From an optimization exercise on the open Yosys and OpenROAD flow, aimed at small area and a short achievable clock period; shortcuts taken in it are not production practice.

==> inputs of run K <==
## arith_encoder
module arith_encoder #(
  parameter int SYMBOL_WIDTH = 4
) (
  input  logic                    general_clk,
  input  logic                    reset,
  input  logic                    in_valid,
  input  logic [15:0]             fl,
  input  logic [15:0]             fh,
  input  logic [SYMBOL_WIDTH-1:0] symbol,
  input  logic [SYMBOL_WIDTH:0]   nsyms,
  input  logic                    bool_mode,
  output logic                    out_valid,
  output logic [15:0]             range_out,
  output logic [23:0]             low_out,
  output logic [4:0]              cnt_out,
  output logic [1:0]              bit_flag,
  output logic [15:0]             out_bit_1,
  output logic [15:0]             out_bit_2
);
clock: 9.0 ns
lec_check: 0
abc_area: 1
cap_margin: 20
core_margin: 2
core_utilization: 40
cts_buf_list: sky130_fd_sc_hd__clkbuf_8
setup_slack_margin: 2.8
slew_margin: 20
standard.sh (not shown) runs the stock make flow with config.mk's settings and CLKGATE_MAP_FILE= SYNTH_SCRIPT=/design/flow/synth_recipe.tcl, a recipe that flattens the netlist after the stock synthesis.
==> flow/flow/run.sh <==
#!/bin/bash
# The standard layout with three changes: synthesis skips the quick ABC pass
# inside Yosys's synth (the final ABC mapping still runs), adders use Yosys's
# Sklansky carry network instead of Kogge-Stone, and the ports get the
# smallest buffer instead of the delay buffer that buffer_ports picks by
# default. All output goes to run_standard.log in this folder; ORFS keeps its
# own logs under orfs/logs.
set -euo pipefail
export SYNTH_ARGS="-noabc"
export SYNTH_OPERATIONS_ARGS="-extra-map +/choices/sklansky.v"
export BUFFER_PORTS_ARGS="-buffer_cell sky130_fd_sc_hd__buf_1"
bash standard.sh > run_standard.log 2>&1
==> run Z (differences from run K) <==
--- a/flow/design.v
+++ b/flow/design.v
@@ -100,18 +100,18 @@
   wire [7:0] r8n = rn[15:8];
   wire lt_1, lt_2;
   assign lt_1 = (range_q[0] & p_x) ^ (r8[1] & ~p_m2n[0]) ^ (r8[0] & ~p_m2n[1]);
   assign lt_2 = ((range_q[0] & p_x) & (r8[1] & ~p_m2n[0])) | ((range_q[0] & p_x) & (r8[0] & ~p_m2n[1])) | ((r8[1] & ~p_m2n[0]) & (r8[0] & ~p_m2n[1]));
   wire lt_3, lt_4;
   assign lt_3 = (range_q[1] & p_x) ^ (r8[2] & ~p_m2n[0]) ^ (r8[1] & ~p_m2n[1]);
   assign lt_4 = ((range_q[1] & p_x) & (r8[2] & ~p_m2n[0])) | ((range_q[1] & p_x) & (r8[1] & ~p_m2n[1])) | ((r8[2] & ~p_m2n[0]) & (r8[1] & ~p_m2n[1]));
   wire lt_5, lt_6;
-  assign lt_5 = (r8[0] & ~p_m2n[2]) ^ lt_2;
-  assign lt_6 = (r8[0] & ~p_m2n[2]) & lt_2;
+  assign lt_5 = (r8[0] & ~p_m2n[2]) ^ lt_2 ^ lt_3;
+  assign lt_6 = ((r8[0] & ~p_m2n[2]) & lt_2) | ((r8[0] & ~p_m2n[2]) & lt_3) | (lt_2 & lt_3);
   wire lt_7, lt_8;
   assign lt_7 = p_k[0] ^ (range_q[2] & p_x) ^ (r8[3] & ~p_m2n[0]);
   assign lt_8 = (p_k[0] & (range_q[2] & p_x)) | (p_k[0] & (r8[3] & ~p_m2n[0])) | ((range_q[2] & p_x) & (r8[3] & ~p_m2n[0]));
   wire lt_9, lt_10;
   assign lt_9 = (r8[2] & ~p_m2n[1]) ^ (r8[1] & ~p_m2n[2]) ^ (r8[0] & ~p_m2n[3]);
   assign lt_10 = ((r8[2] & ~p_m2n[1]) & (r8[1] & ~p_m2n[2])) | ((r8[2] & ~p_m2n[1]) & (r8[0] & ~p_m2n[3])) | ((r8[1] & ~p_m2n[2]) & (r8[0] & ~p_m2n[3]));
   wire lt_11, lt_12;
   assign lt_11 = lt_4 ^ lt_7 ^ lt_9;
@@ -199,18 +199,18 @@
   assign lt_66 = (lt_48 & lt_57) | (lt_48 & lt_59) | (lt_57 & lt_59);
   wire lt_67, lt_68;
   assign lt_67 = lt_61 ^ lt_50 ^ lt_52;
   assign lt_68 = (lt_61 & lt_50) | (lt_61 & lt_52) | (lt_50 & lt_52);
   wire lt_69, lt_70;
   assign lt_69 = lt_63 ^ lt_65 ^ lt_54;
   assign lt_70 = (lt_63 & lt_65) | (lt_63 & lt_54) | (lt_65 & lt_54);
   wire lt_71, lt_72;
-  assign lt_71 = lt_67 ^ lt_69;
-  assign lt_72 = lt_67 & lt_69;
+  assign lt_71 = lt_67 ^ lt_69 ^ lt_56;
+  assign lt_72 = (lt_67 & lt_69) | (lt_67 & lt_56) | (lt_69 & lt_56);
   wire lt_73, lt_74;
   assign lt_73 = p_k[5] ^ (r8[7] & ~p_m2n[2]) ^ (r8[6] & ~p_m2n[3]);
   assign lt_74 = (p_k[5] & (r8[7] & ~p_m2n[2])) | (p_k[5] & (r8[6] & ~p_m2n[3])) | ((r8[7] & ~p_m2n[2]) & (r8[6] & ~p_m2n[3]));
   wire lt_75, lt_76;
   assign lt_75 = (r8[5] & ~p_m2n[4]) ^ (r8[4] & ~p_m2n[5]) ^ (r8[3] & ~p_m2n[6]);
   assign lt_76 = ((r8[5] & ~p_m2n[4]) & (r8[4] & ~p_m2n[5])) | ((r8[5] & ~p_m2n[4]) & (r8[3] & ~p_m2n[6])) | ((r8[4] & ~p_m2n[5]) & (r8[3] & ~p_m2n[6]));
   wire lt_77, lt_78;
   assign lt_77 = (r8[2] & ~p_m2n[7]) ^ (r8[1] & ~p_m2n[8]) ^ (r8[0] & ~p_m2n[9]);
@@ -223,18 +223,18 @@
   assign lt_82 = (lt_73 & lt_75) | (lt_73 & lt_77) | (lt_75 & lt_77);
   wire lt_83, lt_84;
   assign lt_83 = lt_64 ^ lt_66 ^ lt_79;
   assign lt_84 = (lt_64 & lt_66) | (lt_64 & lt_79) | (lt_66 & lt_79);
   wire lt_85, lt_86;
   assign lt_85 = lt_81 ^ lt_68 ^ lt_83;
   assign lt_86 = (lt_81 & lt_68) | (lt_81 & lt_83) | (lt_68 & lt_83);
   wire lt_87, lt_88;
-  assign lt_87 = lt_70 ^ lt_85;
-  assign lt_88 = lt_70 & lt_85;
+  assign lt_87 = lt_70 ^ lt_85 ^ lt_72;
+  assign lt_88 = (lt_70 & lt_85) | (lt_70 & lt_72) | (lt_85 & lt_72);
   wire lt_89, lt_90;
   assign lt_89 = p_s ^ p_k[5] ^ (r8[7] & ~p_m2n[3]);
   assign lt_90 = (p_s & p_k[5]) | (p_s & (r8[7] & ~p_m2n[3])) | (p_k[5] & (r8[7] & ~p_m2n[3]));
   wire lt_91, lt_92;
   assign lt_91 = (r8[6] & ~p_m2n[4]) ^ (r8[5] & ~p_m2n[5]) ^ (r8[4] & ~p_m2n[6]);
   assign lt_92 = ((r8[6] & ~p_m2n[4]) & (r8[5] & ~p_m2n[5])) | ((r8[6] & ~p_m2n[4]) & (r8[4] & ~p_m2n[6])) | ((r8[5] & ~p_m2n[5]) & (r8[4] & ~p_m2n[6]));
   wire lt_93, lt_94;
   assign lt_93 = (r8[3] & ~p_m2n[7]) ^ (r8[2] & ~p_m2n[8]) ^ (r8[1] & ~p_m2n[9]);
@@ -331,29 +331,29 @@
   assign lt_154 = (lt_144 & lt_151) | (lt_144 & lt_146) | (lt_151 & lt_146);
   wire lt_155, lt_156;
   assign lt_155 = p_k[5] ^ (r8[7] & ~p_m2n[9]) ^ (p_s & r8n[6]);
   assign lt_156 = (p_k[5] & (r8[7] & ~p_m2n[9])) | (p_k[5] & (p_s & r8n[6])) | ((r8[7] & ~p_m2n[9]) & (p_s & r8n[6]));
   wire lt_157, lt_158;
   assign lt_157 = lt_150 ^ lt_155 ^ lt_152;
   assign lt_158 = (lt_150 & lt_155) | (lt_150 & lt_152) | (lt_155 & lt_152);
   wire [16:0] lt_a, lt_b;
-  assign lt_a = {lt_154, lt_148, lt_140, lt_130, lt_118, lt_104, lt_88, lt_72, lt_56, lt_42, lt_30, lt_20, lt_17, lt_6, lt_3, (p_en & r8[0]), 1'b0};
-  assign lt_b = {lt_157, lt_153, lt_147, lt_139, lt_129, lt_117, lt_103, lt_87, lt_71, lt_55, lt_41, lt_29, lt_19, lt_11, lt_5, lt_1, 1'b0};
+  assign lt_a = {lt_154, lt_148, lt_140, lt_130, lt_118, lt_104, lt_88, lt_87, lt_71, lt_42, lt_30, lt_20, lt_17, lt_6, lt_5, (p_en & r8[0]), 1'b0};
+  assign lt_b = {lt_157, lt_153, lt_147, lt_139, lt_129, lt_117, lt_103, 1'b0, 1'b0, lt_55, lt_41, lt_29, lt_19, lt_11, 1'b0, lt_1, 1'b0};
   assign sum2 = lt_a + lt_b;
   assign raw  = sum2[16:1];
   wire at_1, at_2;
-  assign at_1 = rn[0] ^ (r8[1] & ~p_nn[0]);
-  assign at_2 = rn[0] & (r8[1] & ~p_nn[0]);
+  assign at_1 = rn[0] ^ (r8[1] & ~p_nn[0]) ^ (r8[0] & ~p_nn[1]);
+  assign at_2 = (rn[0] & (r8[1] & ~p_nn[0])) | (rn[0] & (r8[0] & ~p_nn[1])) | ((r8[1] & ~p_nn[0]) & (r8[0] & ~p_nn[1]));
   wire at_3, at_4;
   assign at_3 = rn[1] ^ (r8[2] & ~p_nn[0]) ^ (r8[1] & ~p_nn[1]);
   assign at_4 = (rn[1] & (r8[2] & ~p_nn[0])) | (rn[1] & (r8[1] & ~p_nn[1])) | ((r8[2] & ~p_nn[0]) & (r8[1] & ~p_nn[1]));
   wire at_5, at_6;
-  assign at_5 = (r8[0] & ~p_nn[2]) ^ at_2;
-  assign at_6 = (r8[0] & ~p_nn[2]) & at_2;
+  assign at_5 = (r8[0] & ~p_nn[2]) ^ at_2 ^ at_3;
+  assign at_6 = ((r8[0] & ~p_nn[2]) & at_2) | ((r8[0] & ~p_nn[2]) & at_3) | (at_2 & at_3);
   wire at_7, at_8;
   assign at_7 = p_o2[0] ^ rn[2] ^ (r8[3] & ~p_nn[0]);
   assign at_8 = (p_o2[0] & rn[2]) | (p_o2[0] & (r8[3] & ~p_nn[0])) | (rn[2] & (r8[3] & ~p_nn[0]));
   wire at_9, at_10;
   assign at_9 = (r8[2] & ~p_nn[1]) ^ (r8[1] & ~p_nn[2]) ^ (r8[0] & ~p_nn[3]);
   assign at_10 = ((r8[2] & ~p_nn[1]) & (r8[1] & ~p_nn[2])) | ((r8[2] & ~p_nn[1]) & (r8[0] & ~p_nn[3])) | ((r8[1] & ~p_nn[2]) & (r8[0] & ~p_nn[3]));
   wire at_11, at_12;
   assign at_11 = at_4 ^ at_7 ^ at_9;
@@ -480,18 +480,18 @@
   assign at_92 = (at_74 & at_76) | (at_74 & at_85) | (at_76 & at_85);
   wire at_93, at_94;
   assign at_93 = at_87 ^ at_78 ^ at_80;
   assign at_94 = (at_87 & at_78) | (at_87 & at_80) | (at_78 & at_80);
   wire at_95, at_96;
   assign at_95 = at_89 ^ at_91 ^ at_82;
   assign at_96 = (at_89 & at_91) | (at_89 & at_82) | (at_91 & at_82);
   wire at_97, at_98;
-  assign at_97 = at_93 ^ at_95;
-  assign at_98 = at_93 & at_95;
+  assign at_97 = at_93 ^ at_95 ^ at_84;
+  assign at_98 = (at_93 & at_95) | (at_93 & at_84) | (at_95 & at_84);
   wire at_99, at_100;
   assign at_99 = rn[10] ^ (r8[7] & ~p_nn[4]) ^ (r8[6] & ~p_nn[5]);
   assign at_100 = (rn[10] & (r8[7] & ~p_nn[4])) | (rn[10] & (r8[6] & ~p_nn[5])) | ((r8[7] & ~p_nn[4]) & (r8[6] & ~p_nn[5]));
   wire at_101, at_102;
   assign at_101 = (r8[5] & ~p_nn[6]) ^ (r8[4] & ~p_nn[7]) ^ (r8[3] & ~p_nn[8]);
   assign at_102 = ((r8[5] & ~p_nn[6]) & (r8[4] & ~p_nn[7])) | ((r8[5] & ~p_nn[6]) & (r8[3] & ~p_nn[8])) | ((r8[4] & ~p_nn[7]) & (r8[3] & ~p_nn[8]));
   wire at_103, at_104;
   assign at_103 = (r8[2] & ~p_nn[9]) ^ at_86 ^ at_88;
@@ -546,33 +546,38 @@
   assign at_136 = (rn[14] & (r8[7] & ~p_nn[8])) | (rn[14] & (r8[6] & ~p_nn[9])) | ((r8[7] & ~p_nn[8]) & (r8[6] & ~p_nn[9]));
   wire at_137, at_138;
   assign at_137 = at_130 ^ at_135 ^ at_132;
   assign at_138 = (at_130 & at_135) | (at_130 & at_132) | (at_135 & at_132);
   wire at_139, at_140;
   assign at_139 = rn[15] ^ (r8[7] & ~p_nn[9]) ^ at_136;
   assign at_140 = (rn[15] & (r8[7] & ~p_nn[9])) | (rn[15] & at_136) | ((r8[7] & ~p_nn[9]) & at_136);
   wire [16:0] at_a, at_b;
-  assign at_a = {at_138, at_134, at_128, at_120, at_110, at_98, at_84, at_70, at_56, at_42, at_30, at_20, at_17, at_6, at_3, (r8[0] & ~p_nn[1]), 1'b0};
-  assign at_b = {at_139, at_137, at_133, at_127, at_119, at_109, at_97, at_83, at_69, at_55, at_41, at_29, at_19, at_11, at_5, at_1, 1'b0};
+  assign at_a = {at_138, at_134, at_128, at_120, at_110, at_98, at_97, at_70, at_56, at_42, at_30, at_20, at_17, at_6, at_5, at_1, 1'b0};
+  assign at_b = {at_139, at_137, at_133, at_127, at_119, at_109, 1'b0, at_83, at_69, at_55, at_41, at_29, at_19, at_11, 1'b0, 1'b0, 1'b0};
   assign sum2n    = at_a + at_b;
   assign add_next = ~(sum2n[16:1] | {16{p_z}});
-  logic        z8, z4, z2, z1, raw_zero;
-  logic [15:0] t1, t2, t3, range_next;
-  logic [3:0]  d_next;
-  assign z8 = ~|raw[15:8];
-  assign t1 = z8 ? {raw[7:0], 8'd0} : raw;
-  assign z4 = ~|t1[15:12];
-  assign t2 = z4 ? {t1[11:0], 4'd0} : t1;
-  assign z2 = ~|t2[15:14];
-  assign t3 = z2 ? {t2[13:0], 2'd0} : t2;
-  assign z1 = ~t3[15];
-  assign range_next = z1 ? {t3[14:0], 1'b0} : t3;
-  assign raw_zero = ~|raw;
-  assign d_next = (raw_zero | reset) ? 4'd0 : {z8, z4, z2, z1};
+  logic [15:0] range_next;
+  logic [3:0]  d_next, lz;
+  logic        raw_zero;
+  logic [3:0]  z4;           
+  logic [1:0]  lz4 [4];      
+  always_comb begin
+    for (int k = 0; k < 4; k++) begin
+      z4[k]  = ~|raw[4*k +: 4];
+      lz4[k] = raw[4*k+3] ? 2'd0 : raw[4*k+2] ? 2'd1 : raw[4*k+1] ? 2'd2 : 2'd3;
+    end
+    if (!z4[3])      lz = {2'd0, lz4[3]};
+    else if (!z4[2]) lz = {2'd1, lz4[2]};
+    else if (!z4[1]) lz = {2'd2, lz4[1]};
+    else             lz = {2'd3, lz4[0]};
+  end
+  assign raw_zero   = &z4;
+  assign range_next = raw << lz;
+  assign d_next     = (raw_zero | reset) ? 4'd0 : lz;
   always_ff @(posedge general_clk) begin
     if (reset) range_q <= 16'd32768;
     else       range_q <= range_next;
     d_q <= d_next;
   end
 endmodule
 `timescale 1ns/1ps
 module renormalizer (
--- a/flow/config.mk
+++ b/flow/config.mk
@@ -5,10 +5,10 @@
 export SDC_FILE = /design/flow/constraint.sdc
 export NUM_CORES = 4
 export LEC_CHECK = 0
 export ABC_AREA = 1
 export CAP_MARGIN = 20
 export CORE_MARGIN = 2
 export CORE_UTILIZATION = 40
 export CTS_BUF_LIST = sky130_fd_sc_hd__clkbuf_8
-export SETUP_SLACK_MARGIN = 2.8
+export SETUP_SLACK_MARGIN = 3.0
 export SLEW_MARGIN = 20
==> qor summary <==
item                                                                                                  run K                             run Z
Total half-perimeter wirelength after legalization and detailed placement                          26800 um                          26500 um
Vias per inst                                                                                          5.01                              5.05
CP Capture Point                                                           u_stage_2.range_q[13]$_SDFF_PP0_  u_stage_2.range_q[14]$_SDFF_PP0_
Post-detailed-route wirelength per cell                                                             14.9 um                           15.3 um
Xor-xnor portion of the synthesized cell area                                                         1.73%                             1.51%
Least-Margin Pin Slew                                                                              0.773 ns                          0.777 ns
Run status                                                                          complete, no violations           complete, no violations
Multi-input combinational cell count                                                                   1318                              1279
Fraction of area in multi-input gates                                                                 70.2%                             69.5%
Yosys top cell area share                                                                             26.3%                             27.0%
# clk buffers                                                                                             9                                12
No run of this note included a check of the RTL's function; only the layout flow was run.

-- re-timing with driven ports --
How much do the figures lean on ideal ports? The routed layouts below were timed once more, with nothing changed but the port constraints. Step 1: set_driving_cell puts a clkbuf_16 on general_clk and a buf_2 on each other input, an assumption about the parent block. Step 2 adds t to the input delays and takes it off the output delays; t is the mean of the earliest and latest rising clock arrival at the registers after step 1. Input paths then give back, and output paths get back, about the clock's delay inside the block. Three values: no drivers, after step 1, after step 2; two values: the first two.
run	t (ns)	setup slack, ns	worst setup path at the end
run K	0.408	3.152 / 3.152 / 2.843	input to register
run Z	0.415	3.211 / 3.211 / 3.211	input to register
After both steps setup and hold are still met in every run listed. The setup slack of run K, which loses most, moves by 0.000 ns with the drivers and by -0.309 ns with both steps.
